Background: an optimization exercise with open tools, aiming at small area, a short achievable clock period and few clock cycles per item. Do not read the settings as production practice. RTL that was checked went through simulation tests only; none was proved equivalent to the original. For runs 4 to 6, only the layout was checked, not whether the RTL still works. Power is estimated from default activity; no workload was simulated.

==> flow/config.mk <==
export PLATFORM = sky130hd
export DESIGN_NAME = text_full_justify_top
export DESIGN_NICKNAME = text_full_justify_top
export VERILOG_FILES = /design/flow/design.v
export SDC_FILE = /design/flow/constraint.sdc
export NUM_CORES = 4
export LEC_CHECK = 0
export CAP_MARGIN = 20
export CORE_MARGIN = 2
export CORE_UTILIZATION = 40
export SLEW_MARGIN = 20
==> flow/constraint.sdc <==
create_clock -name core_clock -period 7.0 [get_ports {clk}]
set_input_delay 1.4000 -clock core_clock [delete_from_list [all_inputs] [get_ports {clk}]]
set_output_delay 1.4000 -clock core_clock [all_outputs]
set_load 0.01 [all_outputs]
==> flow/design.v <==
`default_nettype none
package tfj_pkg;
	localparam int MAX_WIDTH = 32;
	localparam int MAX_WORDS = 16;
	localparam logic [7:0] SPACE_CHAR = 8'd32;
	localparam logic [5:0] WIDTH_RESET = 6'd16;
	typedef struct packed {
		logic take;
		logic copy;
		logic div;
		logic full;
		logic emit;
		logic line_clear;
	} tfj_cmd_t;
	typedef struct packed {
		logic tend;
		logic wl_zero;
		logic words_zero;
		logic need_break;
		logic copy_last;
		logic div_done;
		logic emit_done;
	} tfj_sts_t;
endpackage
`default_nettype wire
`default_nettype none
module tfj_ctrl (
	input  wire logic       clk,
	input  wire logic       arst_n,
	input  wire logic [4:0] wm1,
	input  wire logic       nl_ready,
	input  wire logic [5:0] nl_len,
	input  wire logic       nl_cut,
	input  wire logic [4:0] nl_bm1,
	input  wire logic [3:0] nl_rem,
	output logic            nl_take,
	input  wire logic       q_v,
	input  wire logic [8:0] q_data,
	output logic            rd_take,
	input  wire logic       out_ready,
	output logic            out_valid,
	output logic [7:0]      out_byte,
	output logic            out_line_last,
	output logic            out_word_cut
);
	logic       cur_q;
	logic [4:0] pos_q;
	logic [5:0] let_q;
	logic [4:0] gap_q;
	logic [4:0] bm1_q;
	logic [3:0] rem_q;
	logic       ng_q;
	logic       cut_q;
	logic       ov_q;
	logic [7:0] ob_q;
	logic       ol_q;
	logic       oc_q;
	logic       sv_q;
	logic [7:0] sb_q;
	logic       sl_q;
	logic       sc_q;
	logic       c_gap;
	logic       c_pad;
	logic       c_gs;
	logic       c_let;
	logic       emit;
	logic       last;
	logic [7:0] eb;
	assign c_gap = gap_q != 5'd0;
	assign c_pad = !c_gap && let_q == 6'd0;
	assign c_gs  = !c_gap && !c_pad && q_v && q_data[8] && ng_q;
	assign c_let = !c_gap && !c_pad && q_v && !(q_data[8] && ng_q);
	assign emit  = cur_q && !sv_q && (c_gap || c_pad || q_v);
	assign last  = pos_q == 5'd0;
	assign eb    = c_let ? q_data[7:0] : tfj_pkg::SPACE_CHAR;
	assign rd_take = emit && c_let;
	assign nl_take = nl_ready && (!cur_q || (emit && last));
	always_ff @(posedge clk or negedge arst_n) begin
		if (!arst_n) begin
			cur_q <= 1'b0;
			pos_q <= 5'd0;
			let_q <= 6'd0;
			gap_q <= 5'd0;
			ng_q  <= 1'b0;
			ov_q  <= 1'b0;
			sv_q  <= 1'b0;
		end else begin
			if (emit) begin
				pos_q <= pos_q - 5'd1;
				if (c_gap) begin
					gap_q <= gap_q - 5'd1;
				end
				if (c_gs) begin
					gap_q <= bm1_q + {4'd0, rem_q != 4'd0};
					ng_q  <= 1'b0;
				end
				if (c_let) begin
					let_q <= let_q - 6'd1;
					ng_q  <= 1'b1;
				end
				if (last) begin
					cur_q <= 1'b0;
				end
			end
			if (nl_take) begin
				cur_q <= 1'b1;
				pos_q <= wm1;
				let_q <= nl_len;
				gap_q <= 5'd0;
				ng_q  <= 1'b0;
			end
			if (!ov_q || out_ready) begin
				ov_q <= emit || sv_q;
				sv_q <= 1'b0;
			end else if (emit) begin
				sv_q <= 1'b1;
			end
		end
	end
	always_ff @(posedge clk) begin
		if (emit && c_gs && rem_q != 4'd0) begin
			rem_q <= rem_q - 4'd1;
		end
		if (nl_take) begin
			bm1_q <= nl_bm1;
			rem_q <= nl_rem;
			cut_q <= nl_cut;
		end
		if (!ov_q || out_ready) begin
			if (sv_q) begin
				ob_q <= sb_q;
				ol_q <= sl_q;
				oc_q <= sc_q;
			end else begin
				ob_q <= eb;
				ol_q <= last;
				oc_q <= cut_q;
			end
		end
		if (emit) begin
			sb_q <= eb;
			sl_q <= last;
			sc_q <= cut_q;
		end
	end
	assign out_valid     = ov_q;
	assign out_byte      = ob_q;
	assign out_line_last = ol_q;
	assign out_word_cut  = oc_q;
endmodule
`default_nettype wire
`default_nettype none
module tfj_dp (
	input  wire logic       clk,
	input  wire logic       arst_n,
	input  wire logic       wr_en,
	input  wire logic [8:0] wr_data,
	input  wire logic       rd_take,
	output logic            q_v,
	output logic [8:0]      q_data,
	output logic [6:0]      occ
);
	logic [8:0] mem [64];
	logic [6:0] wp_q;
	logic [6:0] ra_q;
	logic       load;
	assign occ  = wp_q - ra_q;
	assign load = (rd_take || !q_v) && (ra_q != wp_q);
	always_ff @(posedge clk) begin
		if (wr_en) begin
			mem[wp_q[5:0]] <= wr_data;
		end
		if (load) begin
			q_data <= mem[ra_q[5:0]];
		end
	end
	always_ff @(posedge clk or negedge arst_n) begin
		if (!arst_n) begin
			wp_q <= 7'd0;
			ra_q <= 7'd0;
			q_v  <= 1'b0;
		end else begin
			if (wr_en) begin
				wp_q <= wp_q + 7'd1;
			end
			if (load) begin
				ra_q <= ra_q + 7'd1;
				q_v  <= 1'b1;
			end else if (rd_take) begin
				q_v <= 1'b0;
			end
		end
	end
endmodule
`default_nettype wire
`default_nettype none
module text_full_justify_top (
	input  wire logic       clk,
	input  wire logic       arst_n,
	input  wire logic       cfg_we,
	input  wire logic [5:0] cfg_wdata,
	input  wire logic       in_valid,
	output logic            in_ready,
	input  wire logic [7:0] in_byte,
	input  wire logic       in_byte_valid,
	input  wire logic       in_word_end,
	input  wire logic       in_text_end,
	output logic            out_valid,
	input  wire logic       out_ready,
	output logic [7:0]      out_byte,
	output logic            out_line_last,
	output logic            out_word_cut
);
	logic [5:0] w_q;
	logic [4:0] wm1_q;
	logic       rdy_q;
	logic       it_v;
	logic [7:0] it_b;
	logic       it_bv;
	logic       it_cl;
	logic       it_te;
	logic [5:0] wlc_q;    
	logic       wfull_q;  
	logic       ovf_q;    
	logic [6:0] occ_q;    
	logic       b_v;
	logic [5:0] b_wl;
	logic       b_ovf;
	logic       b_ne;     
	logic       b_brk;    
	logic       b_tep;    
	logic [5:0] len_q;    
	logic [4:0] n_q;      
	logic       cut_q;
	logic [5:0] rp1_q;    
	logic       dst_q;
	logic [2:0] dcnt_q;
	logic [4:0] ds_q;
	logic [3:0] dr_q;
	logic       nl_v;
	logic [5:0] nl_len;
	logic       nl_cut;
	logic [4:0] nl_bm1;
	logic [3:0] nl_rem;
	logic       nl_take;
	logic       q_v;
	logic [8:0] q_data;
	logic       rd_take;
	logic [6:0] occ;
	logic       accept;
	logic       in_cl;
	logic       a_stall;
	logic       a_cons;
	logic       store;
	logic [5:0] wlc_new;
	logic       xfer;
	logic       ne_new;
	logic       b_fresh;
	logic [5:0] add_len;
	logic       add_cut;
	logic       div_done;
	logic       b_stall;
	logic       b_proc;
	logic       b_cons;
	logic       b_v_d;
	logic [4:0] t5;
	logic       qbit;
	logic [3:0] gaps;
	logic       it_v_nx;
	logic       cl_nx;
	logic       room;
	logic       wfull_safe;
	assign in_cl  = in_word_end | in_text_end;
	assign accept = in_valid && rdy_q;
	assign in_ready = rdy_q;
	assign a_stall = it_cl && b_v;
	assign a_cons  = it_v && !a_stall;
	assign store   = a_cons && it_bv && !wfull_q;
	assign wlc_new = wlc_q + {5'd0, it_bv && !wfull_q};
	assign xfer    = a_cons && it_cl;
	assign ne_new  = wlc_q != 6'd0 || it_bv;
	assign b_fresh  = b_brk || n_q == 5'd0;
	assign add_len  = (b_fresh ? 6'd0 : len_q) + b_wl;
	assign add_cut  = (b_fresh ? 1'b0 : cut_q) | b_ovf;
	assign div_done = !dst_q && dcnt_q == 3'd5;
	assign b_stall  = b_brk ? (nl_v || !div_done) : (b_tep && nl_v);
	assign b_proc   = b_v && !b_stall;
	assign b_cons   = b_proc && !(b_brk && b_tep);
	assign b_v_d    = xfer || (b_v && !b_cons);
	assign gaps = n_q[3:0] - 4'd1;
	assign t5   = {dr_q, ds_q[4]};
	assign qbit = t5 >= {1'b0, gaps};
	always_ff @(posedge clk or negedge arst_n) begin
		if (!arst_n) begin
			w_q     <= tfj_pkg::WIDTH_RESET;
			wm1_q   <= 5'(tfj_pkg::WIDTH_RESET - 6'd1);
			rdy_q   <= 1'b1;
			it_v    <= 1'b0;
			wlc_q   <= 6'd0;
			wfull_q <= 1'b0;
			ovf_q   <= 1'b0;
			occ_q   <= 7'd0;
			b_v     <= 1'b0;
			len_q   <= 6'd0;
			n_q     <= 5'd0;
			cut_q   <= 1'b0;
			rp1_q   <= 6'd0;
			dst_q   <= 1'b0;
			dcnt_q  <= 3'd0;
			nl_v    <= 1'b0;
		end else begin
			if (cfg_we) begin
				if (cfg_wdata == 6'd0) begin
					w_q   <= 6'd1;
					wm1_q <= 5'd0;
				end else if (cfg_wdata > 6'd32) begin
					w_q   <= 6'd32;
					wm1_q <= 5'd31;
				end else begin
					w_q   <= cfg_wdata;
					wm1_q <= 5'(cfg_wdata - 6'd1);
				end
			end
			if (accept) begin
				it_v <= 1'b1;
			end else if (a_cons) begin
				it_v <= 1'b0;
			end
			if (xfer) begin
				wlc_q   <= 6'd0;
				wfull_q <= 1'b0;
				ovf_q   <= 1'b0;
			end else if (a_cons && it_bv) begin
				if (!wfull_q) begin
					wlc_q   <= wlc_new;
					wfull_q <= wlc_q[4:0] == wm1_q;
				end else begin
					ovf_q <= 1'b1;
				end
			end
			occ_q <= occ_q + {6'd0, store} - {6'd0, rd_take};
			b_v <= b_v_d;
			if (b_proc && b_ne) begin
				len_q <= add_len;
				n_q   <= (b_fresh ? 5'd0 : n_q) + 5'd1;
				cut_q <= add_cut;
				rp1_q <= b_fresh ? (w_q - b_wl) : (rp1_q + ~b_wl);
			end
			if (b_proc && !b_brk && b_tep) begin
				len_q <= 6'd0;
				n_q   <= 5'd0;
				cut_q <= 1'b0;
			end
			dst_q <= b_proc && b_ne;
			if (dst_q) begin
				dcnt_q <= 3'd0;
			end else if (dcnt_q != 3'd5) begin
				dcnt_q <= dcnt_q + 3'd1;
			end
			if (b_proc && (b_brk || b_tep)) begin
				nl_v <= 1'b1;
			end else if (nl_take) begin
				nl_v <= 1'b0;
			end
			rdy_q <= !(it_v_nx && cl_nx && b_v_d) && (room || wfull_safe);
		end
	end
	always_ff @(posedge clk) begin
		if (accept) begin
			it_b  <= in_byte;
			it_bv <= in_byte_valid;
			it_cl <= in_cl;
			it_te <= in_text_end;
		end
		if (xfer) begin
			b_wl  <= wlc_new;
			b_ovf <= ovf_q || (it_bv && wfull_q);
			b_ne  <= ne_new;
			b_brk <= ne_new && n_q != 5'd0 && (wlc_new >= rp1_q || n_q[4]);
			b_tep <= it_te && (ne_new || n_q != 5'd0);
		end else if (b_proc && b_brk) begin
			b_wl  <= 6'd0;
			b_ovf <= 1'b0;
			b_ne  <= 1'b0;
			b_brk <= 1'b0;
		end
		if (dst_q) begin
			ds_q <= 5'(w_q - len_q);
			dr_q <= 4'd0;
		end else if (dcnt_q != 3'd5) begin
			ds_q <= {ds_q[3:0], qbit};
			dr_q <= qbit ? 4'(t5 - {1'b0, gaps}) : t5[3:0];
		end
		if (b_proc && b_brk) begin
			nl_len <= len_q;
			nl_cut <= cut_q;
			nl_bm1 <= ds_q - 5'd1;
			nl_rem <= dr_q;
		end else if (b_proc && b_tep) begin
			nl_len <= add_len;
			nl_cut <= add_cut;
			nl_bm1 <= 5'd0;
			nl_rem <= 4'd0;
		end
	end
	assign it_v_nx = accept || (it_v && !a_cons);
	assign cl_nx   = accept ? in_cl : it_cl;
	assign room    = store ? (occ_q <= 7'd62) : (occ_q <= 7'd63);
	assign wfull_safe = !(it_v && it_cl) && !(accept && in_cl)
		&& (wfull_q || (it_v && it_bv && wlc_q[4:0] == wm1_q));
	tfj_dp u_dp (
		.clk     (clk),
		.arst_n  (arst_n),
		.wr_en   (store),
		.wr_data ({wlc_q == 6'd0, it_b}),
		.rd_take (rd_take),
		.q_v     (q_v),
		.q_data  (q_data),
		.occ     (occ)
	);
	tfj_ctrl u_ctrl (
		.clk           (clk),
		.arst_n        (arst_n),
		.wm1           (wm1_q),
		.nl_ready      (nl_v),
		.nl_len        (nl_len),
		.nl_cut        (nl_cut),
		.nl_bm1        (nl_bm1),
		.nl_rem        (nl_rem),
		.nl_take       (nl_take),
		.q_v           (q_v),
		.q_data        (q_data),
		.rd_take       (rd_take),
		.out_ready     (out_ready),
		.out_valid     (out_valid),
		.out_byte      (out_byte),
		.out_line_last (out_line_last),
		.out_word_cut  (out_word_cut)
	);
endmodule
`default_nettype wire
==> flow/run.sh <==
#!/bin/bash
# synth_recipe.tcl (not shown) runs the flow's synth.tcl, then flattens the netlist and writes it again
# the make line also repeats each setting of config.mk as NAME=value (left out here)
make -C /OpenROAD-flow-scripts/flow DESIGN_CONFIG=/design/flow/config.mk WORK_HOME=/design/flow/orfs CLKGATE_MAP_FILE= SYNTH_SCRIPT=/design/flow/synth_recipe.tcl finish
==> impl_metrics.env, run 1 <==
export IMPL_multi_input_area_um2=8580
export IMPL_die_x_um=283
export IMPL_min_delay_path_depth=0
export IMPL_drt_total_wl_um=70100
export IMPL_final_max_slew_viol_count=0
export IMPL_ir_drop_mv=0.246
export IMPL_pre_cts_ws_ns=3.43
export IMPL_cts_sinks=748
export IMPL_dpl_instance_area_um2=32600
export IMPL_ys_ff_latch=748
export IMPL_p_seq_share_pct=43.3
export IMPL_p_switching_mw=4.25
export IMPL_wire_per_inst_um=23.3
export IMPL_syn2layout_area_growth_pct=12.6
export IMPL_synth_avg_cell_area_um2=16.8
export IMPL_io_pins=34
export IMPL_cp_start_kind="flop"
export IMPL_drt_vias_per_instance=5.46
export IMPL_place_gp_congestion=0.814
export IMPL_endpoint_kind="flop"
export IMPL_fin_nets=1991
export IMPL_synth_flop_cell="edfxtp_1"
export IMPL_synth_edf_count=656
export IMPL_ant_nets=0
export IMPL_cts_tree="done"
export IMPL_synth_area_um2=31200
export IMPL_worstPathRequired_ns=7.24
export IMPL_wl_met3_um=3600
export IMPL_status="timing/DRC/antenna clean"
export IMPL_drc=0
export IMPL_switching_share_pct=31.2
export IMPL_root_buffer="clkbuf_16"
export IMPL_max_freq_ghz=0.275
export IMPL_rsz0062_at_grt="no"
export IMPL_clkTransAtPathRegs_ns=0.06
export IMPL_yosysWarnings=3
export IMPL_route_met2_wl_um=34200
export IMPL_min_period_ns=3.63
export IMPL_maxCapViolCount=0
export IMPL_placementRows=102
export IMPL_cts_setup_buffers=0
export IMPL_drive_gt1_share_pct=16.4
export IMPL_initial_core_util_pct=40.4
export IMPL_worstSetupPathType="flop to flop"
export IMPL_htreeDepth=3
export IMPL_hold_ws_ns=0.413
export IMPL_regArea_um2=22000
export IMPL_cts_hold_buf=0
export IMPL_rr_worst_depth=7
export IMPL_period_share_pct=51.9
export IMPL_drt_iter0_drc=1479
export IMPL_antenna_found_initial=0
export IMPL_fin_tns_setup_ns=0
export IMPL_synth_top_cell_by_area="edfxtp_1"
export IMPL_clkLatencyLatePin_ns=0.64
export IMPL_synth_cells=1857
export IMPL_setup_slack_ns=3.37
export IMPL_grt_pass1_wl_um=107000
export IMPL_combPwrFrac_pct=27.1
export IMPL_worst_ep_arrival_time_ns=3.88
export IMPL_internal_power_mw=9.39
export IMPL_synth_distinct_cells=75
export IMPL_vias=16400
export IMPL_stdcell_area_um2=35100
export IMPL_hold_viol=0
export IMPL_antenna_cells=0
export IMPL_synth_nets=1945
export IMPL_numCtsBuffers=79
export IMPL_yosysSeqAreaShare_pct=70.4
export IMPL_grt_pass1_vias=16700
export IMPL_core_area_um2=77300
export IMPL_routed_top_layer="met4"
export IMPL_cts_repair_resize_count=0
export IMPL_design_die_area_um2=80300
export IMPL_synth_area_leaders="edfxtp_1 63%, mux4_2 9.2%, dfrtp_1 6.5%"
export IMPL_max_slew_margin_pct=23.4
export IMPL_first_pass_iters=5
export IMPL_die_height_um=283
export IMPL_power_density_nw_per_um2=388
export IMPL_worstPathMaxFanout=14
export IMPL_skew_ns=0.0285
export IMPL_grt_overflow=0
export IMPL_clock_power_share_pct=29.6
export IMPL_p_total_mw=13.6
export IMPL_grt_max_degree=100
export IMPL_place_hpwl_um=43200
export IMPL_grt_util_all_layers_pct=17.5
export IMPL_synthArstFlopShare_pct=11.6
export IMPL_nFillCells=6670
export IMPL_hp_class="flop to flop"
export IMPL_cts_buffer_depth=3
export IMPL_p_leak_nw=11.9
export IMPL_tightest_slew_ns=1.15
export IMPL_synth_top_area_share_pct=63.1
export IMPL_portBuffers=33
export IMPL_met1Wirelength_um=30700
export IMPL_setup_violations=0
flip-flops by register name, indices dropped and copies added, names as in the netlist, 7 cells and up:
register,flops
it_b,8
occ_q,7
u_ctrl.ob_q,8
u_ctrl.sb_q,8
u_dp.mem,576
u_dp.q_data,9
u_dp.ra_q,7
u_dp.wp_q,7
path summary, 6_finish.rpt:
path | from | to | slack, ns
setup / recovery | b_v$_DFF_PN0_ | u_dp.mem[1][5]$_DFFE_PP_ | 3.37
hold / removal | nl_bm1[3]$_SDFFCE_PN0P_ | u_ctrl.bm1_q[3]$_DFFE_PP_ | 0.41
setup reg to reg | b_v$_DFF_PN0_ | u_dp.mem[1][5]$_DFFE_PP_ | 3.37
hold reg to reg | nl_bm1[3]$_SDFFCE_PN0P_ | u_ctrl.bm1_q[3]$_DFFE_PP_ | 0.41
max in group asynchronous | arst_n | u_dp.ra_q[0]$_DFFE_PN0P_ | 5.08
min in group asynchronous | arst_n | rp1_q[3]$_DFFE_PN0P_ | 0.73
cells in the mapped netlist (16+ instances only):
| library cell | instances |
|---|---|
| mux2_2 | 20 |
| a221oi_1 | 16 |
| nor2_1 | 128 |
| xnor2_1 | 48 |
| and2_1 | 19 |
| a21oi_1 | 63 |
| edfxtp_1 | 656 |
| xor2_1 | 27 |
| clkbuf_1 | 55 |
| nand2_1 | 89 |
| o21ai_0 | 47 |
| inv_1 | 64 |
| mux4_2 | 128 |
| mux2i_1 | 45 |
| a22o_1 | 21 |
| nor3_1 | 20 |
| nand3_1 | 26 |
| ha_1 | 60 |
| dfrtp_1 | 81 |
area by class of cell:
class                           count  share of cell area (%)
Sequential cell                   748                    62.6
Multi-Input combinational cell    952                    24.4
Clock buffer                      101                    6.03
Tap cell                         1040                    3.70
Timing Repair Buffer               55                    1.47
Clock inverter                     45                    1.08
Inverter                           67                   0.716
power by group through the flow:
stage / clock network (mW) / logic, mW / registers, mW
after floorplan: 0 / 2.74 / 5.82
after global placement: 0 / 3.66 / 5.99
after detailed placement: 0 / 3.74 / 6.00
after CTS: 4.11 / 3.75 / 5.91
after global routing: 4.28 / 4.05 / 5.96
final: 4.04 / 3.69 / 5.91
layout by cell type, fill, tap and decap left out, types with 9 or more instances in the layout:
master / instances
edfxtp_1: 656
a211oi_1: 10
and2_1: 19
mux4_2: 128
xnor2_1: 48
a21o_1: 10
o22ai_1: 9
ha_1: 60
buf_4: 21
o21ai_1: 9
o21ai_0: 47
nor3_1: 19
clkbuf_16: 79
a21oi_1: 63
inv_1: 64
dfrtp_1: 79
mux2_2: 20
a22oi_1: 15
nand2_1: 89
mux2i_1: 45
o221ai_1: 14
a221oi_1: 16
nand3b_1: 11
clkdlybuf4s50_1: 32
xor2_1: 27
nor2_1: 125
a22o_1: 21
clkbuf_1: 16
nand3_1: 26
clkinv_1: 14
nand2b_1: 11
clkinv_2: 15
logic make-up after synthesis:
group	count (synthesis)	synth area share [%]
and+or+nand+nor	357	5.46
buffers and inverters	157	2.16
muxes	193	11.4
AOI/OAI and AO/OA	256	5.47
xor gates and xnor gates	75	2.10
adders and majority gates	71	2.95
DFF	748	70.4
critical path: stages (launching register included):
cell and delay [ns]:
dfrtp_1 0.52, nand2_1 0.14, nor3b_2 0.17, buf_4 0.21, clkinv_1 0.26, nor2_1 0.28
nand3b_1 0.72, nor2_1 0.94
stage by stage:
stage	cells	utilization, %
finish	3008	45.4
global route	3008	45.4
CTS	3008	45.4
detailed placement	2862	42.2
global placement	2862	42.2
floorplan	1857	-
layer usage:
metal / GRT usage (%) / up-vias
li1: - / 7326
met2: 28.8 / 441
met1: 24.1 / 8549
met3: 3.08 / 103
met4: 4.62 / 0
met5: 0 / -
Testbench counts, summed over its fixed seeds: cycles 14,959, bytes 14,730.
==> run 2: changes to the inputs <==
--- a/flow/config.mk
+++ b/flow/config.mk
@@ -7,2 +7,3 @@
 export LEC_CHECK = 0
+export ABC_CLOCK_PERIOD_IN_PS = 2000
 export CAP_MARGIN = 20
@@ -10,2 +11,3 @@
 export CORE_UTILIZATION = 40
+export SETUP_SLACK_MARGIN = 5
 export SLEW_MARGIN = 20
==> run 2 against run 1 <==
Effect of this change:
- synthesized cell count unchanged
- routed wire length rose by 19%
- global-route usage is 2.5 points higher
- register-to-register slack better by 0.70 ns
- largest power group is now combinational cells
- highest routed layer unchanged
==> impl_metrics.env, run 2 <==
export IMPL_status="timing/DRC/antenna clean"
export IMPL_grt_overflow=0
export IMPL_cts_tree="done"
export IMPL_critPathLaunch="u_ctrl.gap_q[0]$_DFFE_PN0P_"
export IMPL_root_buffer="clkbuf_16"
export IMPL_endpoint_kind="flop"
export IMPL_power_density_nw_per_um2=385
export IMPL_yosysSeqAreaShare_pct=70.4
export IMPL_final_util_pct=53.3
export IMPL_reg2reg_slack_ns=4.06
export IMPL_largest_register_ffs=576
export IMPL_first_pass_iters=7
export IMPL_initial_core_util_pct=40.4
export IMPL_portBuffers=33
export IMPL_wire_per_inst_um=25.1
export IMPL_hp_class="flop to flop"
export IMPL_placementRows=102
export IMPL_p_switching_mw=5.17
export IMPL_cts_buffer_depth=3
export IMPL_fin_tns_setup_ns=0
export IMPL_layout_commonest_cell="edfxtp_1"
export IMPL_cts_sinks=748
export IMPL_yosysWarnings=3
export IMPL_drt_vias_per_instance=5.54
export IMPL_grt_util_all_layers_pct=20.0
export IMPL_antenna_found_initial=2
export IMPL_grt_pass1_vias=18400
export IMPL_clkTransAtPathRegs_ns=0.06
export IMPL_die_height_um=283
export IMPL_ant_nets=0
export IMPL_synth_area_leaders="edfxtp_1 63%, mux4_2 9.2%, dfrtp_1 6.5%"
export IMPL_worstPathRequired_ns=7.52
export IMPL_worst_ep_arrival_time_ns=3.46
export IMPL_synth_most_common_cell="edfxtp_1"
export IMPL_internal_power_mw=10.7
export IMPL_syn2layout_area_growth_pct=32.1
export IMPL_synth_mux_area_share_pct=11.4
export IMPL_synth_xor_area_share_pct=2.10
export IMPL_grt_max_degree=65
export IMPL_io_pins=34
export IMPL_holdCritStartpoint="nl_bm1[1]$_SDFFCE_PN0P_"
export IMPL_grt_pass1_wl_um=120000
export IMPL_drc=0
export IMPL_ir_drop_mv=0.215
export IMPL_synth_compound_area_share_pct=5.47
export IMPL_final_max_slew_viol_count=0
export IMPL_maxCapViolCount=0
export IMPL_rr_worst_depth=20
export IMPL_htreeDepth=3
export IMPL_worst_hold_path_endpoint="u_ctrl.bm1_q[1]$_DFFE_PP_"
export IMPL_regArea_um2=22000
export IMPL_rsz0062_at_grt="yes"
export IMPL_drt_total_wl_um=83000
export IMPL_synth_avg_cell_area_um2=16.8
export IMPL_worstPathMaxFanout=4
export IMPL_drive_gt1_share_pct=40.6
export IMPL_ys_ff_latch=748
export IMPL_min_delay_path_depth=0
export IMPL_timing_rr_start="u_ctrl.gap_q[0]$_DFFE_PN0P_"
export IMPL_synth_top_cells_by_count="656 x edfxtp_1, 128 x mux4_2, 128 x nor2_1, 89 x nand2_1, 81 x dfrtp_1"
export IMPL_combPwrFrac_pct=37.5
export IMPL_design_die_area_um2=80300
export IMPL_multi_input_area_um2=10600
export IMPL_antenna_cells=0
export IMPL_synth_fa_ha_area_share_pct=2.95
export IMPL_core_area_um2=77300
export IMPL_synth_nets=1945
export IMPL_skew_ns=0.0216
export IMPL_synth_top_area_share_pct=63.1
export IMPL_rr_endpoint="u_ctrl.gap_q[2]$_DFFE_PN0P_"
export IMPL_synth_cells=1857
export IMPL_period_share_pct=42.0
export IMPL_tightest_slew_ns=0.992
export IMPL_synth_top_family_by_area="multiplexers"
export IMPL_p_seq_share_pct=36.9
export IMPL_synth_flop_cell="edfxtp_1"
export IMPL_clkLatencyLatePin_ns=0.64
export IMPL_max_freq_ghz=0.340
export IMPL_final_cell_mix="656 x edfxtp_1, 149 x buf_4, 128 x mux4_2, 92 x buf_12, 84 x clkbuf_16"
export IMPL_synthArstFlopShare_pct=11.6
export IMPL_place_hpwl_um=44300
export IMPL_synth_top_cell_by_area="edfxtp_1"
export IMPL_place_gp_congestion=0.807
export IMPL_die_x_um=283
export IMPL_drt_iter0_drc=1936
export IMPL_clock_power_share_pct=25.6
export IMPL_p_leak_nw=14.3
export IMPL_setup_violations=0
export IMPL_fin_nets=2298
export IMPL_min_period_ns=2.94
export IMPL_cts_hold_buf=0
export IMPL_numCtsBuffers=78
export IMPL_worstSetupPathType="flop to flop"
export IMPL_synth_area_um2=31200
export IMPL_max_slew_margin_pct=33.8
export IMPL_hold_viol=0
export IMPL_synth_distinct_cells=75
export IMPL_synthSimpleGateAreaFrac_pct=5.46
export IMPL_nFillCells=5967
export IMPL_synth_edf_count=656
export IMPL_vias=18400
export IMPL_cp_start_kind="flop"
export IMPL_switching_share_pct=32.5
run 2: cell counts after synthesis:
Identical to the previous run, type by type.
run 2: cells by family (layout without fill, tap and decap cells):
| logic type | after synthesis | in the layout |
|---|---|---|
| AO/OA/AOI/OAI | 256 | 256 |
| flip-flops | 748 | 748 |
| XOR/XNOR | 75 | 75 |
| AND/OR/NAND/NOR | 357 | 363 |
| buffers and inverters | 157 | 566 |
| multiplexers | 193 | 193 |
| adder cells (fa/ha/maj) | 71 | 71 |
run 2: worst max-delay path, stage by stage (launching register included):
cell,delay [ns]
dfrtp_1,0.36
inv_2,0.05
buf_4,0.13
buf_4,0.12
buf_4,0.12
buf_4,0.12
buf_4,0.12
buf_4,0.12
buf_4,0.12
buf_4,0.12
buf_4,0.12
buf_4,0.13
buf_4,0.13
buf_4,0.13
buf_4,0.13
buf_4,0.13
ha_2,0.22
nor2_2,0.12
nor2_1,0.06
o22ai_1,0.23
nor2_1,0.06
run 2: timing repair:
| item | CTS | global route |
|---|---|---|
| resized for setup | 276 | 200 |
| endpoints found under the setup margin | 819 | 782 |
| cloned | 15 | 11 |
| buffers inserted | 185 | 96 |
| pin swaps | 113 | 97 |
run 2: layout make-up:
type                            count  area share (%)
Sequential cell                   748            53.4
Tap cell                         1040            3.16
Clock inverter                     36           0.980
Clock buffer                      106            5.11
Inverter                           67           0.759
Timing Repair inverter              2          0.0486
Timing Repair Buffer              355            10.9
Multi-Input combinational cell    958            25.6
run 2: routing by layer:
layer / routed length, um / part of all wire [%] / track usage (%)
met5: 0 / 0 / 0
met4: 2160 / 2.6 / 6.26
met3: 5730 / 6.9 / 3.95
met2: 41100 / 50 / 33.0
met1: 34000 / 41 / 26.8
run 2: power groups by stage:
stage / sequential, mW / clock, mW / combinational (mW)
global placement: 5.99 / 0 / 3.81
finish: 5.86 / 4.07 / 5.96
detailed placement: 6.01 / 0 / 3.89
floorplan: 5.82 / 0 / 3.03
global route: 5.89 / 4.31 / 6.34
CTS: 5.83 / 4.14 / 5.16
run 2: how the worst max path moves through the flow:
| stage | slack, ns | end |
|---|---|---|
| 6_report | 4.06 | u_ctrl.gap_q[2]$_DFFE_PN0P_ |
| 5_1_grt | 3.98 | occ_q[6]$_DFF_PN0_ |
| 4_1_cts | 4.10 | occ_q[6]$_DFF_PN0_ |
| 3_5_place_dp | 3.40 | u_dp.q_data[2]$_DFFE_PP_ |
| 3_3_place_gp | 3.43 | u_dp.q_data[2]$_DFFE_PP_ |
| 2_1_floorplan | 4.16 | occ_q[6]$_DFF_PN0_ |
run 2: through the flow:
stage | area (um^2) | std cells | hold WS, ns | setup slack (ns) | total power [mW]
2_1_floorplan | 32100 | 1857 | 0.400 | 4.16 | 8.85
3_3_place_gp | 33300 | 2863 | 0.407 | 3.43 | 9.80
3_5_place_dp | 33300 | 2863 | 0.407 | 3.40 | 9.91
4_1_cts | 39300 | 3205 | 0.420 | 4.10 | 15.1
5_1_grt | 41200 | 3312 | 0.442 | 3.98 | 16.5
6_report | 41200 | 3312 | 0.429 | 4.06 | 15.9
==> run 3: changes to the inputs <==
--- a/flow/config.mk
+++ b/flow/config.mk
@@ -7,3 +7,3 @@
 export LEC_CHECK = 0
-export ABC_CLOCK_PERIOD_IN_PS = 2000
+export ABC_CLOCK_PERIOD_IN_PS = 3000
 export CAP_MARGIN = 20
@@ -11,3 +11,3 @@
 export CORE_UTILIZATION = 40
-export SETUP_SLACK_MARGIN = 5
+export SETUP_SLACK_MARGIN = 4
 export SLEW_MARGIN = 20
==> run 3 against run 2 <==
Effect of this change:
- die area did not move
- sequential power barely moved
- via count fell by 9.2%
- still clean on timing, DRC and antenna
- largest power group is now sequential cells
- flip-flop and latch count did not move
- critical path depth fell by 15
- combinational power fell by 33%
- clock skew rose by 0.0056 ns
- area after synthesis did not move
==> impl_metrics.env, run 3 <==
export IMPL_synth_area_um2=31200
export IMPL_reg2reg_slack_ns=4.00
export IMPL_die_x_um=283
export IMPL_power_density_nw_per_um2=390
export IMPL_fin_tns_setup_ns=0
export IMPL_fin_nets=2024
export IMPL_nFillCells=6540
export IMPL_worstPathMaxFanout=14
export IMPL_place_hpwl_um=42800
export IMPL_clkTransAtPathRegs_ns=0.06
export IMPL_tightest_slew_ns=1.04
export IMPL_numCtsBuffers=78
export IMPL_synth_flop_cell="edfxtp_1"
export IMPL_vias=16700
export IMPL_placementRows=102
export IMPL_drt_total_wl_um=71000
export IMPL_synth_distinct_cells=75
export IMPL_wire_per_inst_um=23.4
export IMPL_cts_hold_buf=0
export IMPL_first_pass_iters=5
export IMPL_grt_pass1_vias=17100
export IMPL_dpl_instance_area_um2=32600
export IMPL_yosysWarnings=3
export IMPL_synth_avg_cell_area_um2=16.8
export IMPL_cp_start_kind="flop"
export IMPL_ys_ff_latch=748
export IMPL_grt_overflow=0
export IMPL_worstPathRequired_ns=7.25
export IMPL_rr_worst_depth=5
export IMPL_min_delay_path_depth=0
export IMPL_synth_top_area_share_pct=63.1
export IMPL_hp_class="flop to flop"
export IMPL_max_freq_ghz=0.334
export IMPL_synth_top_cell_by_area="edfxtp_1"
export IMPL_cts_buffer_depth=3
export IMPL_endpoint_kind="flop"
export IMPL_holdCritStartpoint="nl_bm1[0]$_SDFFCE_PN0P_"
export IMPL_rsz0062_at_grt="yes"
export IMPL_die_height_um=283
export IMPL_antenna_found_initial=3
export IMPL_synth_top_cells_by_count="656 x edfxtp_1, 128 x mux4_2, 128 x nor2_1, 89 x nand2_1, 81 x dfrtp_1"
export IMPL_antenna_cells=0
export IMPL_grt_util_all_layers_pct=17.6
export IMPL_largest_register_ffs=576
export IMPL_setup_violations=0
export IMPL_synth_most_common_cell="edfxtp_1"
export IMPL_timing_rr_start="b_v$_DFF_PN0_"
export IMPL_design_die_area_um2=80300
export IMPL_min_period_ns=3.00
export IMPL_portBuffers=33
export IMPL_core_area_um2=77300
export IMPL_drive_gt1_share_pct=20.7
export IMPL_final_max_slew_viol_count=0
export IMPL_worst_ep_arrival_time_ns=3.25
export IMPL_max_slew_margin_pct=30.7
export IMPL_skew_ns=0.0272
export IMPL_grt_pass1_wl_um=107000
export IMPL_p_leak_nw=12.1
export IMPL_syn2layout_area_growth_pct=15.0
export IMPL_root_buffer="clkbuf_16"
export IMPL_hold_ws_ns=0.425
export IMPL_rr_endpoint="u_dp.mem[60][2]$_DFFE_PP_"
export IMPL_place_gp_congestion=0.834
export IMPL_synth_nets=1945
export IMPL_clkLatencyLatePin_ns=0.63
export IMPL_status="timing/DRC/antenna clean"
export IMPL_worstSetupPathType="flop to flop"
export IMPL_synth_edf_count=656
export IMPL_yosysSeqAreaShare_pct=70.4
export IMPL_hold_viol=0
export IMPL_ir_drop_mv=0.224
export IMPL_initial_core_util_pct=40.4
export IMPL_drc=0
export IMPL_cts_sinks=748
export IMPL_synth_area_leaders="edfxtp_1 63%, mux4_2 9.2%, dfrtp_1 6.5%"
export IMPL_final_cell_mix="656 x edfxtp_1, 128 x mux4_2, 88 x nand2_1, 82 x clkbuf_16, 80 x nor2_1"
export IMPL_synth_cells=1857
export IMPL_ant_nets=0
export IMPL_htreeDepth=3
export IMPL_maxCapViolCount=0
export IMPL_cts_tree="done"
export IMPL_stdcell_area_um2=35900
export IMPL_synthArstFlopShare_pct=11.6
export IMPL_worst_hold_path_endpoint="u_ctrl.bm1_q[0]$_DFFE_PP_"
export IMPL_drt_iter0_drc=1312
export IMPL_period_share_pct=42.8
export IMPL_grt_max_degree=125
export IMPL_drt_vias_per_instance=5.49
export IMPL_layout_commonest_cell="edfxtp_1"
export IMPL_io_pins=34
-- run 3: cell counts after synthesis --
No cell type changed its count.
-- run 3: cells by family after synthesis --
family	count (synthesis)	synth area share, %
buffers and inverters	157	2.16
adders and majority gates	71	2.95
xor gates and xnor gates	75	2.10
DFF	748	70.4
and+or+nand+nor	357	5.46
muxes	193	11.4
AOI/OAI and AO/OA	256	5.47
-- run 3: area by class of cell --
cell class              instances  area, um^2  share of cell area (%)
repair buffers                 87         868                    2.42
flip-flops and latches        748       22000                    61.3
well taps                    1040        1300                    3.62
multi-input cells             954        8920                    24.8
clock buffers                 106        2150                    5.99
inverters                      67         258                   0.718
clock inverters                35         412                    1.15
-- run 3: what timing repair did --
item                                    4_1_cts  5_1_grt
pin swaps                                     4        7
gates resized for setup                      68       35
endpoints found under the setup margin      541      229
buffers inserted                             26        4
gates cloned                                  1        3
-- run 3: stage by stage --
step / std cells / power [mW] / setup WS (ns) / utilization [%]
after CTS: 3030 / 14.0 / 3.70 / 46.1
after detailed placement: 2862 / 9.72 / 3.42 / 42.2
after global placement: 2862 / 9.62 / 3.36 / 42.2
after floorplan: 1857 / 8.56 / 4.00 / -
final: 3037 / 14.0 / 4.00 / 46.4
after global routing: 3037 / 14.7 / 3.91 / 46.4
-- run 3: power breakdown --
part	internal, mW	switching (mW)
Clock	2.45	1.69
Combinational	1.74	2.24
Sequential	5.48	0.392
Total	9.67	4.32
-- run 3: how the worst max path moves through the flow --
stage,slack (ns),cells past startpoint,start,to
finish,4.00,5,b_v$_DFF_PN0_,u_dp.mem[60][2]$_DFFE_PP_
global route,3.91,8,b_v$_DFF_PN0_,u_dp.mem[17][2]$_DFFE_PP_
CTS,3.70,7,b_v$_DFF_PN0_,u_dp.mem[19][3]$_DFFE_PP_
detailed placement,3.42,7,b_v$_DFF_PN0_,u_dp.mem[50][8]$_DFFE_PP_
global placement,3.36,6,u_dp.ra_q[0]$_DFFE_PN0P_,u_dp.q_data[8]$_DFFE_PP_
floorplan,4.00,16,u_ctrl.gap_q[0]$_DFFE_PN0P_,occ_q[6]$_DFF_PN0_
-- run 3: worst max-delay path, cell delays in order (launching register included) --
cell and delay (ns):
dfrtp_2 0.49, nand2_1 0.11, nor3b_2 0.16, buf_4 0.22, nand3_1 0.69, nor2_1 0.93
-- run 3: routing by layer --
metal  vias up  wire, um  track usage, %
met1      8621     29300            23.6
met3       118      4840            3.23
met5         -         0               0
met4         0      1910            6.02
li1       7387         -               -
met2       553     35000            28.9
==> run 4: changes to the inputs <==
--- a/flow/design.v
+++ b/flow/design.v
@@ -61,2 +61,5 @@
 	logic       sc_q;
+	logic       gz_q;     
+	logic       lz_q;     
+	logic       lst_q;    
 	logic       c_gap;
@@ -68,4 +71,4 @@
 	logic [7:0] eb;
-	assign c_gap = gap_q != 5'd0;
-	assign c_pad = !c_gap && let_q == 6'd0;
+	assign c_gap = !gz_q;
+	assign c_pad = gz_q && lz_q;
 	assign c_gs  = !c_gap && !c_pad && q_v && q_data[8] && ng_q;
@@ -73,3 +76,3 @@
 	assign emit  = cur_q && !sv_q && (c_gap || c_pad || q_v);
-	assign last  = pos_q == 5'd0;
+	assign last  = lst_q;
 	assign eb    = c_let ? q_data[7:0] : tfj_pkg::SPACE_CHAR;
@@ -84,2 +87,5 @@
 			ng_q  <= 1'b0;
+			gz_q  <= 1'b1;
+			lz_q  <= 1'b1;
+			lst_q <= 1'b1;
 			ov_q  <= 1'b0;
@@ -89,4 +95,6 @@
 				pos_q <= pos_q - 5'd1;
+				lst_q <= pos_q == 5'd1;
 				if (c_gap) begin
 					gap_q <= gap_q - 5'd1;
+					gz_q  <= gap_q == 5'd1;
 				end
@@ -94,2 +102,3 @@
 					gap_q <= bm1_q + {4'd0, rem_q != 4'd0};
+					gz_q  <= bm1_q == 5'd0 && rem_q == 4'd0;
 					ng_q  <= 1'b0;
@@ -98,2 +107,3 @@
 					let_q <= let_q - 6'd1;
+					lz_q  <= let_q == 6'd1;
 					ng_q  <= 1'b1;
@@ -107,4 +117,7 @@
 				pos_q <= wm1;
+				lst_q <= wm1 == 5'd0;
 				let_q <= nl_len;
+				lz_q  <= nl_len == 6'd0;
 				gap_q <= 5'd0;
+				gz_q  <= 1'b1;
 				ng_q  <= 1'b0;
@@ -156,2 +169,3 @@
 	input  wire logic       wr_en,
+	input  wire logic       wr_adv,
 	input  wire logic [8:0] wr_data,
@@ -159,17 +173,17 @@
 	output logic            q_v,
-	output logic [8:0]      q_data,
-	output logic [6:0]      occ
+	output logic [8:0]      q_data
 );
 	logic [8:0] mem [64];
-	logic [6:0] wp_q;
-	logic [6:0] ra_q;
+	logic [5:0] wp_q;
+	logic [5:0] ra_q;
+	logic [6:0] mc_q;     
+	logic       ne_q;     
 	logic       load;
-	assign occ  = wp_q - ra_q;
-	assign load = (rd_take || !q_v) && (ra_q != wp_q);
+	assign load = (rd_take || !q_v) && ne_q;
 	always_ff @(posedge clk) begin
 		if (wr_en) begin
-			mem[wp_q[5:0]] <= wr_data;
+			mem[wp_q] <= wr_data;
 		end
 		if (load) begin
-			q_data <= mem[ra_q[5:0]];
+			q_data <= mem[ra_q];
 		end
@@ -178,11 +192,15 @@
 		if (!arst_n) begin
-			wp_q <= 7'd0;
-			ra_q <= 7'd0;
+			wp_q <= 6'd0;
+			ra_q <= 6'd0;
+			mc_q <= 7'd0;
+			ne_q <= 1'b0;
 			q_v  <= 1'b0;
 		end else begin
-			if (wr_en) begin
-				wp_q <= wp_q + 7'd1;
+			if (wr_adv) begin
+				wp_q <= wp_q + 6'd1;
 			end
+			mc_q <= mc_q + {6'd0, wr_adv} - {6'd0, load};
+			ne_q <= wr_adv || (ne_q && !(mc_q == 7'd1 && load));
 			if (load) begin
-				ra_q <= ra_q + 7'd1;
+				ra_q <= ra_q + 6'd1;
 				q_v  <= 1'b1;
@@ -248,3 +266,2 @@
 	logic       rd_take;
-	logic [6:0] occ;
 	logic       accept;
@@ -413,3 +430,4 @@
 		.arst_n  (arst_n),
-		.wr_en   (store),
+		.wr_en   (it_v && it_bv && !wfull_q),
+		.wr_adv  (store),
 		.wr_data ({wlc_q == 6'd0, it_b}),
@@ -417,4 +435,3 @@
 		.q_v     (q_v),
-		.q_data  (q_data),
-		.occ     (occ)
+		.q_data  (q_data)
 	);
==> run 4 against run 3 <==
Effect of this change:
- still clean on timing, DRC and antenna
- combinational power increased by 3%
- critical path depth stayed put
- area after synthesis rose by 1.8%
- register-to-register slack about the same
- critical path type unchanged
- critical endpoint is now u_dp.mem[5][3]$_DFFE_PP_
- largest power group unchanged
==> impl_metrics.env, run 4 <==
export IMPL_clkTransAtPathRegs_ns=0.06
export IMPL_grt_pass1_vias=17400
export IMPL_clkLatencyLatePin_ns=0.64
export IMPL_worstPathMaxFanout=9
export IMPL_synth_cells=1908
export IMPL_max_freq_ghz=0.332
export IMPL_endpoint="u_dp.mem[5][3]$_DFFE_PP_"
export IMPL_synth_most_common_cell="edfxtp_1"
export IMPL_skew_ns=0.0330
export IMPL_worstSetupPathType="flop to flop"
export IMPL_hp_class="flop to flop"
export IMPL_synth_xor_area_share_pct=1.93
export IMPL_p_total_mw=14.2
export IMPL_synth_area_leaders="edfxtp_1 62%, mux4_2 10%, dfrtp_1 6.8%"
export IMPL_htreeDepth=3
export IMPL_timing_rr_start="wfull_q$_DFFE_PN0P_"
export IMPL_final_util_pct=45.8
export IMPL_placementRows=103
export IMPL_design_die_area_um2=81700
export IMPL_worstPathRequired_ns=7.24
export IMPL_numCtsBuffers=79
export IMPL_synth_fa_ha_area_share_pct=3.39
export IMPL_grt_max_degree=65
export IMPL_place_gp_congestion=0.816
export IMPL_synth_compound_area_share_pct=4.71
export IMPL_status="timing/DRC/antenna clean"
export IMPL_synthSimpleGateAreaFrac_pct=5.79
export IMPL_ant_nets=0
export IMPL_io_pins=34
export IMPL_antenna_cells=0
export IMPL_layout_commonest_cell="edfxtp_1"
export IMPL_root_buffer="clkbuf_16"
export IMPL_maxCapViolCount=0
export IMPL_cts_sinks=757
export IMPL_nFillCells=6733
export IMPL_grt_util_all_layers_pct=17.4
export IMPL_die_x_um=286
export IMPL_grt_pass1_wl_um=108000
export IMPL_rsz0062_at_grt="yes"
export IMPL_synth_nets=2008
export IMPL_max_slew_margin_pct=21.7
export IMPL_fin_nets=2075
export IMPL_vias=16800
export IMPL_fin_tns_setup_ns=0
export IMPL_drive_gt1_share_pct=18.6
export IMPL_cts_buffer_depth=3
export IMPL_tightest_slew_ns=1.17
export IMPL_regArea_um2=22200
export IMPL_setup_slack_ns=3.99
export IMPL_wire_per_inst_um=22.8
export IMPL_drc=0
export IMPL_first_pass_iters=5
export IMPL_die_height_um=286
export IMPL_yosysWarnings=3
export IMPL_cp_start_kind="flop"
export IMPL_drt_iter0_drc=1595
export IMPL_synth_avg_cell_area_um2=16.7
export IMPL_worst_ep_arrival_time_ns=3.25
export IMPL_endpoint_kind="flop"
export IMPL_grt_overflow=0
export IMPL_final_cell_mix="656 x edfxtp_1, 147 x mux4_2, 130 x nor2_1, 96 x nand2_1, 82 x dfrtp_1"
export IMPL_setup_violations=0
export IMPL_synth_edf_count=656
export IMPL_p_leak_nw=12.2
export IMPL_largest_register_ffs=576
export IMPL_synth_distinct_cells=69
export IMPL_hold_viol=0
export IMPL_synth_area_um2=31800
export IMPL_routed_top_layer="met4"
export IMPL_portBuffers=33
export IMPL_place_hpwl_um=43100
export IMPL_synth_top_family_by_area="multiplexers"
export IMPL_route_met2_wl_um=34100
export IMPL_met1Wirelength_um=30900
export IMPL_critPathLaunch="wfull_q$_DFFE_PN0P_"
export IMPL_synth_mux_area_share_pct=12.1
export IMPL_synth_flop_cell="edfxtp_1"
export IMPL_synth_top_cells_by_count="656 x edfxtp_1, 147 x mux4_2, 140 x nor2_1, 96 x nand2_1, 87 x dfrtp_1"
export IMPL_synth_top_area_share_pct=62.0
export IMPL_wl_met3_um=4010
export IMPL_ir_drop_mv=0.191
export IMPL_min_period_ns=3.01
export IMPL_reg2reg_slack_ns=3.99
export IMPL_rr_worst_depth=5
export IMPL_period_share_pct=43.0
export IMPL_multi_input_area_um2=9010
export IMPL_power_density_nw_per_um2=392
export IMPL_cts_tree="done"
export IMPL_syn2layout_area_growth_pct=13.7
export IMPL_yosysSeqAreaShare_pct=69.9
export IMPL_core_area_um2=78900
export IMPL_drt_total_wl_um=70400
export IMPL_synth_top_cell_by_area="edfxtp_1"
export IMPL_ys_ff_latch=757
export IMPL_antenna_found_initial=1
export IMPL_synthArstFlopShare_pct=12.7
export IMPL_rr_endpoint="u_dp.mem[5][3]$_DFFE_PP_"
export IMPL_final_max_slew_viol_count=0
export IMPL_pre_cts_ws_ns=3.42
export IMPL_initial_core_util_pct=40.3
export IMPL_drt_vias_per_instance=5.44
export IMPL_hold_ws_ns=0.419
==> run 4: area by class of cell <==
class / count / area share [%]
well taps: 1050 / 3.64
multi-input cells: 981 / 24.9
inverters: 82 / 0.862
clock inverters: 44 / 1.14
repair buffers: 74 / 2.14
clock buffers: 98 / 5.78
flip-flops and latches: 757 / 61.5
==> run 4: power breakdown <==
| part | leakage, nW | internal (mW) | switching, mW |
|---|---|---|---|
| combinational | 3.83 | 1.86 | 2.24 |
| sequential | 7.14 | 5.56 | 0.439 |
| clock | 1.23 | 2.32 | 1.74 |
| total | 12.2 | 9.74 | 4.42 |
==> run 4: stage by stage <==
step	instance area (um^2)	std cells
floorplan	31800	1908
finish	36100	3086
detailed placement	33300	2923
CTS	35900	3072
global placement	33300	2923
global route	36100	3086
==> run 4: worst min path at each step <==
| stage | cells after the start | endpoint | slack, ns | startpoint |
|---|---|---|---|---|
| floorplan | 0 | u_ctrl.bm1_q[0]$_DFFE_PP_ | 0.40 | nl_bm1[0]$_SDFFCE_PN0P_ |
| global placement | 0 | u_ctrl.bm1_q[4]$_DFFE_PP_ | 0.40 | nl_bm1[4]$_SDFFCE_PN0P_ |
| detailed placement | 0 | u_ctrl.bm1_q[4]$_DFFE_PP_ | 0.41 | nl_bm1[4]$_SDFFCE_PN0P_ |
| CTS | 0 | u_ctrl.bm1_q[4]$_DFFE_PP_ | 0.42 | nl_bm1[4]$_SDFFCE_PN0P_ |
| global route | 0 | u_ctrl.bm1_q[4]$_DFFE_PP_ | 0.43 | nl_bm1[4]$_SDFFCE_PN0P_ |
| finish | 0 | u_ctrl.bm1_q[4]$_DFFE_PP_ | 0.42 | nl_bm1[4]$_SDFFCE_PN0P_ |
==> run 4: kinds of logic (layout without fill, tap and decap cells) <==
logic type      Yosys count  count (layout)
compound gates          240             240
xor+xnor                 70              70
fa+ha+maj                83              83
buf+inv                 170             298
flops                   757             757
mux                     199             199
simple gates            389             389
==> run 4: critical path, cell delays in order, from the launching register on <==
cell and delay, ns:
dfrtp_2 0.44, nand3b_1 0.18, buf_4 0.19, nor2_1 0.19, nand3_1 0.59, nor2_1 1.02
==> run 4: what timing repair did <==
action	in CTS	in global routing
resized for setup	12	13
cloned	2	0
hold buffers	0	0
pin swaps	1	3
setup endpoints to repair	125	131
setup buffers	5	11
==> run 4: metal layers <==
metal | vias up | global-route usage, %
li1 | 7501 | -
met1 | 8738 | 24.4
met2 | 465 | 28.4
met3 | 90 | 2.97
met4 | 0 | 4.79
met5 | - | 0
==> run 5: changes to the inputs <==
--- a/flow/config.mk
+++ b/flow/config.mk
@@ -7,3 +7,3 @@
 export LEC_CHECK = 0
-export ABC_CLOCK_PERIOD_IN_PS = 3000
+export ABC_CLOCK_PERIOD_IN_PS = 2600
 export CAP_MARGIN = 20
@@ -11,3 +11,3 @@
 export CORE_UTILIZATION = 40
-export SETUP_SLACK_MARGIN = 4
+export SETUP_SLACK_MARGIN = 4.4
 export SLEW_MARGIN = 20
==> run 5 against run 4 <==
Effect of this change:
- clock power up 3%
- utilization increased by 1.4 points
- critical path depth fell by 1
- largest power group unchanged
- still clean
- non-clock buffer count up 53
- die area stayed put
- combinational power grew 11%
- critical endpoint is now u_dp.mem[44][7]$_DFFE_PP_
- global-route usage is 1.0 points higher
- sequential share of layout area down 1.8 points
- maximum frequency grew 9.3%
- first-iteration DRC count up 0.75%
==> impl_metrics.env, run 5 <==
export IMPL_fin_cells=3139
export IMPL_period_share_pct=39.4
export IMPL_placementRows=103
export IMPL_dpl_instance_area_um2=33300
export IMPL_combPwrFrac_pct=31.0
export IMPL_final_cell_mix="656 x edfxtp_1, 147 x mux4_2, 94 x nand2_1, 85 x nor2_1, 82 x clkbuf_16"
export IMPL_skew_ns=0.0224
export IMPL_synth_nets=2008
export IMPL_portBuffers=33
export IMPL_ir_drop_mv=0.179
export IMPL_ant_nets=0
export IMPL_grt_pass1_vias=17600
export IMPL_synth_top_cell_by_area="edfxtp_1"
export IMPL_setup_slack_ns=4.25
export IMPL_place_hpwl_um=45500
export IMPL_p_leak_nw=12.5
export IMPL_synth_mux_area_share_pct=12.1
export IMPL_worst_ep_arrival_time_ns=3.02
export IMPL_grt_overflow=0
export IMPL_power_density_nw_per_um2=395
export IMPL_max_freq_ghz=0.363
export IMPL_synth_most_common_cell="edfxtp_1"
export IMPL_dpl_cell_count=2924
export IMPL_synth_top_family_by_area="multiplexers"
export IMPL_fin_tns_setup_ns=0
export IMPL_synth_edf_count=656
export IMPL_cp_top_family="simple AND/OR/NAND/NOR gates"
export IMPL_worstSetupPathType="flop to flop"
export IMPL_max_slew_margin_pct=27.9
export IMPL_rsz0062_at_grt="yes"
export IMPL_clkLatencyLatePin_ns=0.63
export IMPL_io_pins=34
export IMPL_synth_area_um2=31800
export IMPL_tightest_slew_ns=1.08
export IMPL_first_pass_iters=6
export IMPL_grt_max_degree=65
export IMPL_min_period_ns=2.75
export IMPL_p_seq_share_pct=40.5
export IMPL_cts_hold_buf=0
export IMPL_synth_flop_cell="edfxtp_1"
export IMPL_hold_viol=0
export IMPL_internal_power_mw=10.1
export IMPL_worstPathMaxFanout=9
export IMPL_drive_gt1_share_pct=25.6
export IMPL_yosysWarnings=3
export IMPL_p_total_mw=14.7
export IMPL_root_buffer="clkbuf_16"
export IMPL_layout_commonest_cell="edfxtp_1"
export IMPL_antenna_cells=0
export IMPL_setup_violations=0
export IMPL_design_die_area_um2=81700
export IMPL_antenna_found_initial=2
export IMPL_wire_per_inst_um=24.0
export IMPL_worstPathRequired_ns=7.27
export IMPL_cp_start_kind="flop"
export IMPL_synth_area_leaders="edfxtp_1 62%, mux4_2 10%, dfrtp_1 6.8%"
export IMPL_clock_power_share_pct=28.4
export IMPL_hp_class="flop to flop"
export IMPL_synth_fa_ha_area_share_pct=3.39
export IMPL_cts_tree="done"
export IMPL_cp_slowest_cell="nor2_2"
export IMPL_switching_share_pct=31.5
export IMPL_slowest_delay_ns=0.74
export IMPL_fin_nets=2129
export IMPL_initial_core_util_pct=40.3
export IMPL_synth_top_area_share_pct=62.0
export IMPL_synth_distinct_cells=69
export IMPL_vias=17400
export IMPL_die_height_um=286
export IMPL_ys_ff_latch=757
export IMPL_grt_pass1_wl_um=113000
export IMPL_drt_total_wl_um=75400
export IMPL_synth_compound_area_share_pct=4.71
export IMPL_htreeDepth=3
export IMPL_maxCapViolCount=0
export IMPL_p_switching_mw=4.64
export IMPL_stdcell_area_um2=37200
export IMPL_core_area_um2=78900
export IMPL_grt_util_all_layers_pct=18.5
export IMPL_cts_sinks=757
export IMPL_synth_top_cells_by_count="656 x edfxtp_1, 147 x mux4_2, 140 x nor2_1, 96 x nand2_1, 87 x dfrtp_1"
export IMPL_synth_cells=1908
export IMPL_drt_vias_per_instance=5.54
export IMPL_clkTransAtPathRegs_ns=0.06
export IMPL_status="timing/DRC/antenna clean"
export IMPL_synthSimpleGateAreaFrac_pct=5.79
export IMPL_final_max_slew_viol_count=0
export IMPL_synth_xor_area_share_pct=1.93
export IMPL_die_x_um=286
export IMPL_endpoint_kind="flop"
export IMPL_synth_avg_cell_area_um2=16.7
export IMPL_pre_cts_ws_ns=3.50
export IMPL_place_gp_congestion=0.836
export IMPL_drt_iter0_drc=1607
export IMPL_numCtsBuffers=79
export IMPL_cp_num_buf_inv=0
export IMPL_drc=0
export IMPL_syn2layout_area_growth_pct=17.2
export IMPL_cts_buffer_depth=3
export IMPL_synthArstFlopShare_pct=12.7
export IMPL_largest_register_ffs=576
export IMPL_yosysSeqAreaShare_pct=69.9
export IMPL_crit_chain="nand3b_1 -> nor2_1 -> nand2_1 -> nor2_2"
-- run 5: cell types whose count changed in the layout (fill, tap and decap cells not counted), moves of 8 or more --
cell	before	now
clkdlybuf4s50_1	31	20
inv_1	81	71
ha_1	71	60
ha_4	0	11
nor2_2	9	26
nor2_4	1	29
clkinv_2	21	13
buf_4	32	73
nor2_1	130	85
buf_2	0	10
-- run 5: power groups by stage --
stage	Combinational, mW	Sequential, mW	Clock (mW)
detailed placement	3.94	6.19	0
CTS	4.36	5.99	4.25
global route	4.96	6.01	4.44
global placement	3.84	6.17	0
finish	4.56	5.96	4.19
floorplan	2.94	5.91	0
-- run 5: final timing paths --
check,from,end,slack [ns],cells past startpoint
worst max-delay path,wfull_q$_DFFE_PN0P_,u_dp.mem[44][7]$_DFFE_PP_,4.25,4
worst max register to register,wfull_q$_DFFE_PN0P_,u_dp.mem[44][7]$_DFFE_PP_,4.25,4
max in group asynchronous,arst_n,u_dp.ra_q[2]$_DFFE_PN0P_,4.97,2
min in group asynchronous,arst_n,w_q[1]$_DFFE_PN0P_,0.86,1
worst min-delay path,nl_bm1[1]$_SDFFCE_PN0P_,u_ctrl.bm1_q[1]$_DFFE_PP_,0.42,0
worst min register to register,nl_bm1[1]$_SDFFCE_PN0P_,u_ctrl.bm1_q[1]$_DFFE_PP_,0.42,0
-- run 5: cell families (layout without fill, tap and decap cells) --
logic type | after synthesis | in the layout
multiplexers | 199 | 199
flip-flops | 757 | 757
AO/OA/AOI/OAI | 240 | 240
buffers and inverters | 170 | 351
adder cells (fa/ha/maj) | 83 | 83
XOR/XNOR | 70 | 70
AND/OR/NAND/NOR | 389 | 389
-- run 5: layout make-up --
cell class | instances | area [um^2]
tap | 1050 | 1310
inverter | 82 | 318
timing repair buffer | 127 | 1230
clock inverter | 39 | 453
clock buffer | 102 | 2130
fill | 6610 | 41600
sequential | 757 | 22200
multi-input combinational | 981 | 9560
timing repair inverter | 1 | 7.51
-- run 5: stage by stage --
| step | hold WS, ns | utilization [%] |
|---|---|---|
| after floorplan | 0.400 | - |
| after global placement | 0.409 | 42.3 |
| after detailed placement | 0.405 | 42.3 |
| after CTS | 0.419 | 46.4 |
| after global routing | 0.422 | 47.2 |
| final | 0.418 | 47.2 |
-- run 5: routing by layer --
metal  wire, um  GRT usage [%]  up-vias
met1      31100           24.5     9060
met4       2200           6.74        0
met3       4500           3.09      126
met2      37500           30.8      582
li1           -              -     7620
met5          0              0        -
-- run 5: timing repair --
item                       CTS  global route
resized for setup          142            78
gates cloned                 3             1
setup buffers               37            33
setup endpoints to repair  542           274
pin swaps                   13            45
==> run 6: changes to the inputs <==
--- a/flow/config.mk
+++ b/flow/config.mk
@@ -10,3 +10,3 @@
 export CORE_MARGIN = 2
-export CORE_UTILIZATION = 40
+export CORE_UTILIZATION = 60
 export SETUP_SLACK_MARGIN = 4.4
==> run 6 against run 5 <==
Effect of this change:
- utilization increased by 23 points
- largest power group unchanged
- worst hold slack worse by 0.0055 ns
- non-clock buffer count shrank 2
- combinational power grew 2%
- critical path type unchanged
- final cell count shrank 12%
- clock-buffer cell count down 2
- clock skew shrank 0.0042 ns
- sequential power about the same
- sequential share of layout area rose by 0.84 points
- highest routed layer unchanged
- total power down 0.63%
- critical path depth is 1 higher
==> impl_metrics.env, run 6 <==
export IMPL_power_density_nw_per_um2=398
export IMPL_portBuffers=33
export IMPL_die_x_um=234
export IMPL_worst_ep_arrival_time_ns=2.98
export IMPL_final_max_slew_viol_count=0
export IMPL_synth_most_common_cell="edfxtp_1"
export IMPL_fin_tns_setup_ns=0
export IMPL_max_slew_margin_pct=37.7
export IMPL_max_freq_ghz=0.366
export IMPL_place_hpwl_um=43800
export IMPL_p_leak_nw=12.5
export IMPL_synth_top_area_share_pct=62.0
export IMPL_routed_top_layer="met4"
export IMPL_drt_vias_per_instance=6.24
export IMPL_ir_drop_mv=0.238
export IMPL_final_cell_mix="656 x edfxtp_1, 147 x mux4_2, 94 x nand2_1, 81 x dfrtp_1, 80 x nor2_1"
export IMPL_cp_start_kind="flop"
export IMPL_placementRows=84
export IMPL_cp_slowest_cell="nor2_2"
export IMPL_met1Wirelength_um=31200
export IMPL_setup_violations=0
export IMPL_min_period_ns=2.73
export IMPL_io_pins=34
export IMPL_cts_tree="done"
export IMPL_route_met2_wl_um=35200
export IMPL_worstPathRequired_ns=7.25
export IMPL_layout_commonest_cell="edfxtp_1"
export IMPL_drive_gt1_share_pct=25.9
export IMPL_synth_flop_cell="edfxtp_1"
export IMPL_synth_cells=1908
export IMPL_syn2layout_area_growth_pct=15.5
export IMPL_drt_iter0_drc=1670
export IMPL_antenna_found_initial=3
export IMPL_ant_nets=0
export IMPL_status="timing/DRC/antenna clean"
export IMPL_clkLatencyLatePin_ns=0.62
export IMPL_design_die_area_um2=54800
export IMPL_cts_hold_buf=0
export IMPL_synth_area_leaders="edfxtp_1 62%, mux4_2 10%, dfrtp_1 6.8%"
export IMPL_endpoint_kind="flop"
export IMPL_drt_total_wl_um=73200
export IMPL_first_pass_iters=5
export IMPL_synth_area_um2=31800
export IMPL_cp_top_family="simple AND/OR/NAND/NOR gates"
export IMPL_hold_viol=0
export IMPL_cts_buffer_depth=3
export IMPL_tightest_slew_ns=0.931
export IMPL_vias=17300
export IMPL_synth_nets=2008
export IMPL_wire_per_inst_um=26.4
export IMPL_worstPathMaxFanout=9
export IMPL_core_area_um2=52400
export IMPL_maxCapViolCount=0
export IMPL_root_buffer="clkbuf_16"
export IMPL_hold_ws_ns=0.413
export IMPL_cts_sinks=757
export IMPL_synth_edf_count=656
export IMPL_htreeDepth=3
export IMPL_grt_max_degree=65
export IMPL_yosysSeqAreaShare_pct=69.9
export IMPL_skew_ns=0.0182
export IMPL_hp_class="flop to flop"
export IMPL_fin_nets=2126
export IMPL_yosysWarnings=3
export IMPL_synthArstFlopShare_pct=12.7
export IMPL_synth_top_cells_by_count="656 x edfxtp_1, 147 x mux4_2, 140 x nor2_1, 96 x nand2_1, 87 x dfrtp_1"
export IMPL_die_height_um=234
export IMPL_drc=0
export IMPL_period_share_pct=39.0
export IMPL_initial_core_util_pct=60.6
export IMPL_synth_top_cell_by_area="edfxtp_1"
export IMPL_rsz0062_at_grt="yes"
export IMPL_numCtsBuffers=78
export IMPL_synth_distinct_cells=69
export IMPL_grt_overflow=0
export IMPL_worstSetupPathType="flop to flop"
export IMPL_slowest_delay_ns=0.75
export IMPL_final_util_pct=70.0
export IMPL_cp_num_buf_inv=1
export IMPL_ys_ff_latch=757
export IMPL_largest_register_ffs=576
export IMPL_synth_avg_cell_area_um2=16.7
export IMPL_wl_met3_um=4730
export IMPL_crit_chain="nand3b_1 -> buf_6 -> nor2_1 -> nand2_1 -> nor2_2"
export IMPL_clkTransAtPathRegs_ns=0.06
export IMPL_grt_pass1_wl_um=109000
export IMPL_place_gp_congestion=0.817
export IMPL_grt_pass1_vias=17300
export IMPL_grt_util_all_layers_pct=27.5
run 6: cell counts after synthesis:
No cell type changed its count.
run 6: layout make-up:
cell class,instances,area [um^2]
timing repair inverter,1,7.51
clock inverter,41,385
timing repair buffer,125,1280
clock buffer,100,2050
tap,688,861
inverter,82,318
fill,3369,15700
multi-input combinational,981,9590
sequential,757,22200
antenna,1,2.50
run 6: logic make-up (layout without fill, tap and decap cells):
family | Yosys count | in the layout | share of synthesized area [%]
other | 0 | 1 | 0
buffers and inverters | 170 | 349 | 2.16
adder cells (fa/ha/maj) | 83 | 83 | 3.39
AND/OR/NAND/NOR | 389 | 389 | 5.79
XOR/XNOR | 70 | 70 | 1.93
multiplexers | 199 | 199 | 12.1
AO/OA/AOI/OAI | 240 | 240 | 4.71
flip-flops | 757 | 757 | 69.9
run 6: power by group:
part / internal, mW / leakage [nW] / total [mW] / switching (mW)
registers: 5.56 / 7.14 / 5.97 / 0.410
logic: 2.12 / 4.15 / 4.65 / 2.53
clock network: 2.30 / 1.19 / 4.01 / 1.70
total: 9.98 / 12.5 / 14.6 / 4.64
run 6: routing by layer:
metal / track usage, % / up-vias
met4: 8.70 / 0
met2: 43.5 / 601
met3: 4.55 / 127
met5: 0 / -
li1: - / 7619
met1: 39.7 / 8977
run 6: final timing paths:
kind,start,endpoint,slack [ns],cells after the start
min in group asynchronous,arst_n,rp1_q[1]$_DFFE_PN0P_,0.86,1
max in group asynchronous,arst_n,u_dp.ra_q[2]$_DFFE_PN0P_,5.00,2
max,wfull_q$_DFFE_PN0P_,u_dp.mem[24][4]$_DFFE_PP_,4.27,5
min reg2reg,nl_bm1[4]$_SDFFCE_PN0P_,u_ctrl.bm1_q[4]$_DFFE_PP_,0.41,0
min,nl_bm1[4]$_SDFFCE_PN0P_,u_ctrl.bm1_q[4]$_DFFE_PP_,0.41,0
max reg2reg,wfull_q$_DFFE_PN0P_,u_dp.mem[24][4]$_DFFE_PP_,4.27,5
run 6: repair_timing:
action	4_1_cts	5_1_grt
pin swaps	11	28
endpoints found under the setup margin	558	356
gates resized for setup	140	101
gates cloned	2	1
setup buffers	56	12
run 6: stage by stage:
step / instances / setup WS, ns / power [mW] / area [um^2]
2_1_floorplan: 1908 / 4.14 / 8.85 / 31900
3_3_place_gp: 2563 / 3.49 / 9.94 / 32900
3_5_place_dp: 2563 / 3.51 / 10.0 / 32900
4_1_cts: 2762 / 4.13 / 14.4 / 36200
5_1_grt: 2775 / 4.22 / 15.3 / 36700
6_report: 2776 / 4.27 / 14.6 / 36700

-- separate check: timing with driven ports --
The results above use ideal ports. As a check the final layouts listed here were re-extracted and re-timed, cells and wires unchanged.
Step 1: set_driving_cell puts a clkbuf_16 on clk and a buf_2 on each other input, an assumption about the parent block.
Step 2 moves the port delays by t, midway between the first and last clock arrival at a register: inputs arrive t later, outputs are due t later. That takes back most of the time a late clock gives input paths.
a / b / c = no drivers / after step 1 / after step 2; a / b = the first two.
| run | t (ns) | setup slack, ns | cell pins on the clock port's net |
|---|---|---|---|
| run 1 | 0.686 | 3.365 / 3.365 / 3.365 | 1 |
| run 2 | 0.694 | 4.063 / 4.063 / 4.063 | 1 |
| run 3 | 0.690 | 4.004 / 4.004 / 3.762 | 1 |
| run 4 | 0.686 | 3.989 / 3.989 / 3.818 | 1 |
| run 5 | 0.692 | 4.245 / 4.226 / 3.865 | 1 |
| run 6 | 0.669 | 4.267 / 4.267 / 3.875 | 1 |
After both steps setup and hold are still met in every run listed. The setup slack of run 6, which loses most, moves by 0.000 ns with the drivers and by -0.392 ns with both steps.
